Background: an optimization exercise with open tools, aiming at small area, a short achievable clock period and few clock cycles. Do not read the settings as production practice. At most, simulation tests tie the RTL to the original design; equivalence was not proved. Power and IR drop assume default switching activity.

==> flow/design.v <==
package flacmh_pkg;
  localparam int INFO_BYTES = 18;
  localparam int ADDR_W = 3;
  localparam logic [2:0] ST_OK = 3'd0;
  localparam logic [2:0] ST_BAD_MARKER = 3'd1;
  localparam logic [2:0] ST_TRUNCATED = 3'd2;
  localparam logic [2:0] ST_SKIP_EOF = 3'd3;
  localparam logic [2:0] ST_NO_INFO = 3'd4;
  localparam logic [6:0] KIND_STREAMINFO = 7'd0;
  localparam logic [6:0] KIND_SEEKTABLE = 7'd3;
  localparam logic [7:0] MARKER_0 = 8'h66;
  localparam logic [7:0] MARKER_1 = 8'h4C;
  localparam logic [7:0] MARKER_2 = 8'h61;
  localparam logic [7:0] MARKER_3 = 8'h43;
endpackage
module flacmh_div
(
  input  logic [25:0] rem,
  input  logic        bit_in,
  input  logic [25:0] divisor,
  output logic [25:0] rem_next,
  output logic        q
);
  logic [26:0] shifted;
  logic [27:0] diff;
  always_comb begin
    shifted = {rem, bit_in};
    diff = {1'b0, shifted} - {2'b0, divisor};
    q = ~diff[27];
    rem_next = q ? diff[25:0] : shifted[25:0];
  end
endmodule
import flacmh_pkg::*;
module flac_metadata_header_parser
(
  input  logic              clk,
  input  logic              rst,
  input  logic              psel,
  input  logic              penable,
  input  logic              pwrite,
  input  logic [ADDR_W-1:0] paddr,
  input  logic [31:0]       pwdata,
  output logic [31:0]       prdata,
  output logic              pready,
  input  logic              in_valid,
  output logic              in_stall,
  input  logic [7:0]        data_byte,
  input  logic              end_of_file,
  input  logic              restart,
  output logic              out_valid,
  input  logic              out_stall,
  output logic [2:0]        status,
  output logic [19:0]       sample_rate,
  output logic [3:0]        channel_count,
  output logic [5:0]        bits_per_sample,
  output logic [15:0]       min_block_size,
  output logic [15:0]       max_block_size,
  output logic [23:0]       min_frame_size,
  output logic [23:0]       max_frame_size,
  output logic [31:0]       total_samples,
  output logic [31:0]       metadata_length,
  output logic [31:0]       bitrate_kbps
);
  localparam logic [1:0] PH_MARKER = 2'd0;
  localparam logic [1:0] PH_HEADER = 2'd1;
  localparam logic [1:0] PH_BODY = 2'd2;
  localparam logic [1:0] PH_DONE = 2'd3;
  localparam logic [1:0] DV_IDLE = 2'd0;
  localparam logic [1:0] DV_DIV1 = 2'd1;
  localparam logic [1:0] DV_DIV2 = 2'd2;
  logic [31:0] file_size;
  logic [1:0]  phase;
  logic [1:0]  idx;           
  logic [23:0] cnt;           
  logic        blk_last;
  logic        blk_info;
  logic        seen;
  logic [31:0] meta;
  logic [4:0]  capn;          
  logic [7:0]  info [INFO_BYTES];
  logic        meta_upd;      
  logic        cmp_gt;        
  logic        cmp_eq;        
  logic        room_le0;
  logic        room_big;
  logic        pend;          
  logic [2:0]  pstat;
  logic [1:0]  dstate;
  logic [4:0]  step;
  logic [25:0] rem;
  logic [6:0]  rem125;
  logic [25:0] secs;
  logic        big;
  logic        secs_ok;
  logic [25:0] quo;
  logic        bit_q;         
  logic        abit_q;        
  logic        kz;            
  assign pready = 1'b1;
  assign prdata = paddr[2] ? 32'd0 : file_size;
  logic ok_p;
  logic snap_free;
  logic handoff;
  logic acc;
  assign ok_p = (pstat == ST_OK);
  assign snap_free = !out_valid && (dstate != DV_DIV2);
  assign handoff = pend && snap_free && !meta_upd && (!ok_p || secs_ok);
  assign in_stall = pend && !handoff;
  assign acc = in_valid && !in_stall;
  logic [7:0]  marker_exp;
  always_comb begin
    unique case (idx)
      2'd0: marker_exp = MARKER_0;
      2'd1: marker_exp = MARKER_1;
      2'd2: marker_exp = MARKER_2;
      default: marker_exp = MARKER_3;
    endcase
  end
  logic [23:0] len;
  logic [6:0]  kind;
  logic        k_info;
  logic        k_skip;
  logic        len_zero;
  logic [33:0] room;
  logic        past_eof;
  always_comb begin
    len = {cnt[15:0], data_byte};
    kind = cnt[22:16];
    k_info = (kind == KIND_STREAMINFO);
    k_skip = !k_info && (kind != KIND_SEEKTABLE);
    len_zero = (cnt[15:0] == 16'd0) && (data_byte == 8'd0);
    room = {2'b0, file_size} - {2'b0, meta} - 34'd4;
    past_eof = room_le0 || (!room_big && (cmp_gt || (cmp_eq && data_byte >= room[7:0])));
  end
  logic [1:0]  phase_n;
  logic [1:0]  idx_n;
  logic [23:0] cnt_n;
  logic        last_n;
  logic        binfo_n;
  logic        seen_n;
  logic        meta_set;
  logic        hdr_end;
  logic        hdr_b1;
  logic        hdr_b2;
  logic [4:0]  capn_n;
  logic        cap_we;
  logic        info_hdr;
  logic        end_go;
  logic [2:0]  end_st;
  logic        fin;
  always_comb begin
    phase_n = phase;
    idx_n = idx;
    cnt_n = cnt;
    last_n = blk_last;
    binfo_n = blk_info;
    seen_n = seen;
    meta_set = 1'b0;
    hdr_end = 1'b0;
    hdr_b1 = 1'b0;
    hdr_b2 = 1'b0;
    capn_n = capn;
    cap_we = 1'b0;
    info_hdr = 1'b0;
    end_go = 1'b0;
    end_st = ST_OK;
    fin = 1'b0;
    if (acc) begin
      if (restart) begin
        phase_n = PH_MARKER;
        idx_n = 2'd0;
        seen_n = 1'b0;
        capn_n = 5'd0;
      end else if (phase != PH_DONE) begin
        if (end_of_file) begin
          end_go = 1'b1;
          end_st = ST_TRUNCATED;
        end else begin
          unique case (phase)
            PH_MARKER: begin
              idx_n = idx + 2'd1;
              if (data_byte != marker_exp) begin
                end_go = 1'b1;
                end_st = ST_BAD_MARKER;
              end else if (idx == 2'd3) begin
                meta_set = 1'b1;
                phase_n = PH_HEADER;
              end
            end
            PH_HEADER: begin
              idx_n = idx + 2'd1;
              cnt_n = {cnt[15:0], data_byte};
              hdr_b1 = (idx == 2'd1);
              hdr_b2 = (idx == 2'd2);
              if (idx == 2'd3) begin
                hdr_end = 1'b1;
                last_n = cnt[23];
                binfo_n = k_info;
                if (k_info && len_zero) begin
                  end_go = 1'b1;
                  end_st = ST_TRUNCATED;
                end else if (k_skip && past_eof) begin
                  end_go = 1'b1;
                  end_st = ST_SKIP_EOF;
                end else begin
                  if (k_info) begin
                    info_hdr = 1'b1;
                    seen_n = 1'b1;
                    capn_n = 5'd0;
                  end
                  if (len_zero) begin
                    fin = cnt[23];
                  end else begin
                    phase_n = PH_BODY;
                  end
                end
              end
            end
            PH_BODY: begin
              cnt_n = cnt - 24'd1;
              if (blk_info && capn != 5'(INFO_BYTES)) begin
                cap_we = 1'b1;
                capn_n = capn + 5'd1;
              end
              if (cnt == 24'd1) begin
                if (blk_last) begin
                  fin = 1'b1;
                end else begin
                  phase_n = PH_HEADER;
                end
              end
            end
            default: begin
            end
          endcase
        end
      end
    end
    if (fin) begin
      end_go = 1'b1;
      end_st = seen ? ST_OK : ST_NO_INFO;
    end
    if (end_go) begin
      phase_n = PH_DONE;
      if (end_st != ST_OK) begin
        capn_n = 5'd0;
      end
    end
  end
  logic [7:0] sv [INFO_BYTES];
  always_comb begin
    for (int i = 0; i < INFO_BYTES; i++) begin
      sv[i] = (capn > 5'(i)) ? info[i] : 8'd0;
    end
  end
  logic [19:0] f_rate;
  logic [31:0] f_total;
  assign f_rate = {sv[10], sv[11], sv[12][7:4]};
  assign f_total = {sv[14], sv[15], sv[16], sv[17]};
  logic        kill;
  logic        info_done;
  logic        d1_go;
  logic        d1_last;
  logic        d2_last;
  logic [32:0] dsub;
  logic        d2_go;
  assign kill = acc && (restart || info_hdr);
  assign info_done = !(phase == PH_BODY && blk_info && capn != 5'(INFO_BYTES));
  assign d1_go = (dstate == DV_IDLE) && seen && !secs_ok && info_done && !kill;
  assign d1_last = (dstate == DV_DIV1) && (step == 5'd31);
  assign d2_last = (dstate == DV_DIV2) && (step == 5'd0);
  assign dsub = {1'b0, file_size} - {1'b0, meta};
  assign d2_go = handoff && ok_p;
  logic [7:0]  t125;
  logic        a_bit;
  logic [6:0]  rem125_n;
  logic [25:0] s_div;
  logic [25:0] rem_n;
  logic        q_bit;
  always_comb begin
    t125 = {rem125, quo[25]};
    a_bit = (t125 >= 8'd125);
    rem125_n = a_bit ? 7'(t125 - 8'd125) : t125[6:0];
    s_div = (dstate == DV_DIV1) ? {6'd0, f_rate} : secs;
  end
  flacmh_div u_div (
    .rem      (rem),
    .bit_in   ((dstate == DV_DIV1) ? bit_q : abit_q),
    .divisor  (s_div),
    .rem_next (rem_n),
    .q        (q_bit)
  );
  always_ff @(posedge clk) begin
    if (rst) begin
      file_size <= '0;
      phase <= PH_MARKER;
      idx <= '0;
      seen <= 1'b0;
      pend <= 1'b0;
      meta_upd <= 1'b0;
      dstate <= DV_IDLE;
      secs_ok <= 1'b0;
      out_valid <= 1'b0;
    end else begin
      if (psel && penable && pwrite && !paddr[2]) begin
        file_size <= pwdata;
      end
      phase <= phase_n;
      idx <= idx_n;
      seen <= seen_n;
      meta_upd <= hdr_end;
      if (end_go) begin
        pend <= 1'b1;
      end else if (handoff) begin
        pend <= 1'b0;
      end
      unique case (dstate)
        DV_IDLE: begin
          if (d2_go) begin
            dstate <= DV_DIV2;
          end else if (d1_go) begin
            dstate <= DV_DIV1;
          end
        end
        DV_DIV1: begin
          if (kill || d1_last) begin
            dstate <= DV_IDLE;
          end
        end
        default: begin
          if (d2_last) begin
            dstate <= DV_IDLE;
          end
        end
      endcase
      if (kill) begin
        secs_ok <= 1'b0;
      end else if (d1_last) begin
        secs_ok <= 1'b1;
      end
      if (handoff && !ok_p) begin
        out_valid <= 1'b1;
      end else if (d2_last) begin
        out_valid <= 1'b1;
      end else if (!out_stall) begin
        out_valid <= 1'b0;
      end
    end
  end
  always_ff @(posedge clk) begin
    cnt <= cnt_n;
    blk_last <= last_n;
    blk_info <= binfo_n;
    if (rst) begin
      capn <= 5'd0;
    end else begin
      capn <= capn_n;
    end
    if (meta_set) begin
      meta <= 32'd4;
    end else if (meta_upd) begin
      meta <= meta + {8'd0, cnt} + 32'd4;
    end
    if (hdr_b1) begin
      cmp_gt <= (data_byte > room[23:16]);
      cmp_eq <= (data_byte == room[23:16]);
    end else if (hdr_b2) begin
      cmp_gt <= cmp_gt || (cmp_eq && data_byte > room[15:8]);
      cmp_eq <= cmp_eq && (data_byte == room[15:8]);
    end
    room_le0 <= room[33] || (room == 34'd0);
    room_big <= !room[33] && (room[32:24] != 9'd0);
    if (end_go) begin
      pstat <= end_st;
    end
    for (int i = 0; i < INFO_BYTES; i++) begin
      if (cap_we && capn == 5'(i)) begin
        info[i] <= data_byte;
      end
    end
    if (dstate == DV_IDLE) begin
      bit_q <= f_total[31];
      abit_q <= 1'b0;
      rem <= '0;
      if (d2_go) begin
        step <= 5'd26;
        rem125 <= dsub[31:26];
        quo <= dsub[25:0];
        kz <= dsub[32] || big || (secs == 26'd0);
      end else begin
        step <= 5'd30;
        if (d1_go) begin
          big <= 1'b0;
        end
      end
    end else begin
      step <= step - 5'd1;
      rem <= rem_n;
      if (dstate == DV_DIV1) begin
        bit_q <= f_total[step];
        secs <= {secs[24:0], q_bit};
        if (step >= 5'd25 && step != 5'd31 && q_bit) begin
          big <= 1'b1;
        end
      end else begin
        abit_q <= a_bit;
        rem125 <= rem125_n;
        quo <= {quo[24:0], q_bit && !kz};
      end
    end
    if (handoff && !ok_p) begin
      quo <= '0;
    end
    if (handoff) begin
      status <= pstat;
      sample_rate <= f_rate;
      min_block_size <= {sv[0], sv[1]};
      max_block_size <= {sv[2], sv[3]};
      min_frame_size <= {sv[4], sv[5], sv[6]};
      max_frame_size <= {sv[7], sv[8], sv[9]};
      total_samples <= f_total;
      if (ok_p) begin
        channel_count <= {1'b0, sv[12][3:1]} + 4'd1;
        bits_per_sample <= {1'b0, sv[12][0], sv[13][7:4]} + 6'd1;
        metadata_length <= meta;
      end else begin
        channel_count <= '0;
        bits_per_sample <= '0;
        metadata_length <= '0;
      end
    end
  end
  assign bitrate_kbps = {6'd0, quo};
endmodule
export LEC_CHECK = 0
export CAP_MARGIN = 20
export CORE_MARGIN = 2
export CORE_UTILIZATION = 40
export SLEW_MARGIN = 20
create_clock -name core_clock -period 10.0 [get_ports {clk}]
standard.sh (not shown) runs the stock make flow with config.mk's settings and CLKGATE_MAP_FILE= SYNTH_SCRIPT=/design/flow/synth_recipe.tcl, a recipe that flattens the netlist after the stock synthesis.
==> flow/flow/run.sh <==
#!/bin/bash
set -uo pipefail
export BUFFER_PORTS_ARGS="-buffer_cell sky130_fd_sc_hd__buf_1"
bash standard.sh SETUP_SLACK_MARGIN=5 finish > make.log 2>&1
==> next run, changes <==
--- a/flow/design.v
+++ b/flow/design.v
@@ -263,15 +263,17 @@
   logic        d1_last;
   logic        d2_last;
   logic [32:0] dsub;
   logic        d2_go;
+  logic        short1;
   assign kill = acc && (restart || info_hdr);
   assign info_done = !(phase == PH_BODY && blk_info && capn != 5'(INFO_BYTES));
   assign d1_go = (dstate == DV_IDLE) && seen && !secs_ok && info_done && !kill;
   assign d1_last = (dstate == DV_DIV1) && (step == 5'd31);
   assign d2_last = (dstate == DV_DIV2) && (step == 5'd0);
   assign dsub = {1'b0, file_size} - {1'b0, meta};
   assign d2_go = handoff && ok_p;
+  assign short1 = (f_rate[19:16] != 4'd0) || (f_total[31:16] < f_rate[15:0]);
   logic [7:0]  t125;
   logic        a_bit;
   logic [6:0]  rem125_n;
   logic [25:0] s_div;
@@ -378,31 +380,37 @@
         info[i] <= data_byte;
       end
     end
     if (dstate == DV_IDLE) begin
-      bit_q <= f_total[31];
       abit_q <= 1'b0;
-      rem <= '0;
+      bit_q <= short1 ? f_total[15] : f_total[25];
       if (d2_go) begin
         step <= 5'd26;
+        rem <= '0;
+      end else if (short1) begin
+        step <= 5'd14;
+        rem <= {10'd0, f_total[31:16]};
+      end else begin
+        step <= 5'd24;
+        rem <= {20'd0, f_total[31:26]};
+      end
+      if (d2_go) begin
         rem125 <= dsub[31:26];
         quo <= dsub[25:0];
         kz <= dsub[32] || big || (secs == 26'd0);
-      end else begin
-        step <= 5'd30;
-        if (d1_go) begin
-          big <= 1'b0;
+      end
+      if (d1_go) begin
+        if (short1) begin
+          secs <= '0;
         end
+        big <= !short1 && (f_rate[19:6] == 14'd0) && (f_total[31:26] >= f_rate[5:0]);
       end
     end else begin
       step <= step - 5'd1;
       rem <= rem_n;
       if (dstate == DV_DIV1) begin
         bit_q <= f_total[step];
         secs <= {secs[24:0], q_bit};
-        if (step >= 5'd25 && step != 5'd31 && q_bit) begin
-          big <= 1'b1;
-        end
       end else begin
         abit_q <= a_bit;
         rem125 <= rem125_n;
         quo <= {quo[24:0], q_bit && !kz};
Outcome: Final area came out higher by 3.2%; clock power came out higher by about 4%; hold slack is better by 0.0093 ns; core utilization came out lower by 0.43 points; clock-buffer cell count is unchanged; area after synthesis came out higher by 3.7%; sequential power came out higher by about 2%; total power came out higher by 3.0%; first-iteration DRC count came out higher by 24%; setup slack is better by 0.059 ns; via count came out higher by 6.7%; clock skew came out higher by 0.025 ns.
Testbench counts after the change, summed over its fixed seeds: cycles 37,000.
Only the layout flow was run in the first run of this note; the RTL was not checked for function there.

## what the ideal ports hide
How much do the figures lean on ideal ports? The routed layouts below were timed once more, with nothing changed but the port constraints. Step 1, drivers: a clkbuf_16 drives clk and a buf_2 each remaining input, both assumed. Step 2, shift: input delay + t, output delay - t, t = (earliest + latest rising clock arrival at the registers) / 2. This alone moves slack from input paths to output paths. Slacks: ideal ports / drivers / drivers and shift; pairs: ideal ports / drivers.
run | t, ns | setup slack, ns | worst setup path at the end | worst data-port slew with drivers (ns)
the first run | 0.672 | 5.111 / 5.050 / 4.506 | input to register | 0.10
the second run | 0.689 | 5.169 / 5.169 / 4.542 | input to register | 0.09
After both steps setup and hold are still met in every run listed. For the second run, which loses most, drivers alone change the setup slack by 0.000 ns; drivers and shift together by -0.627 ns.
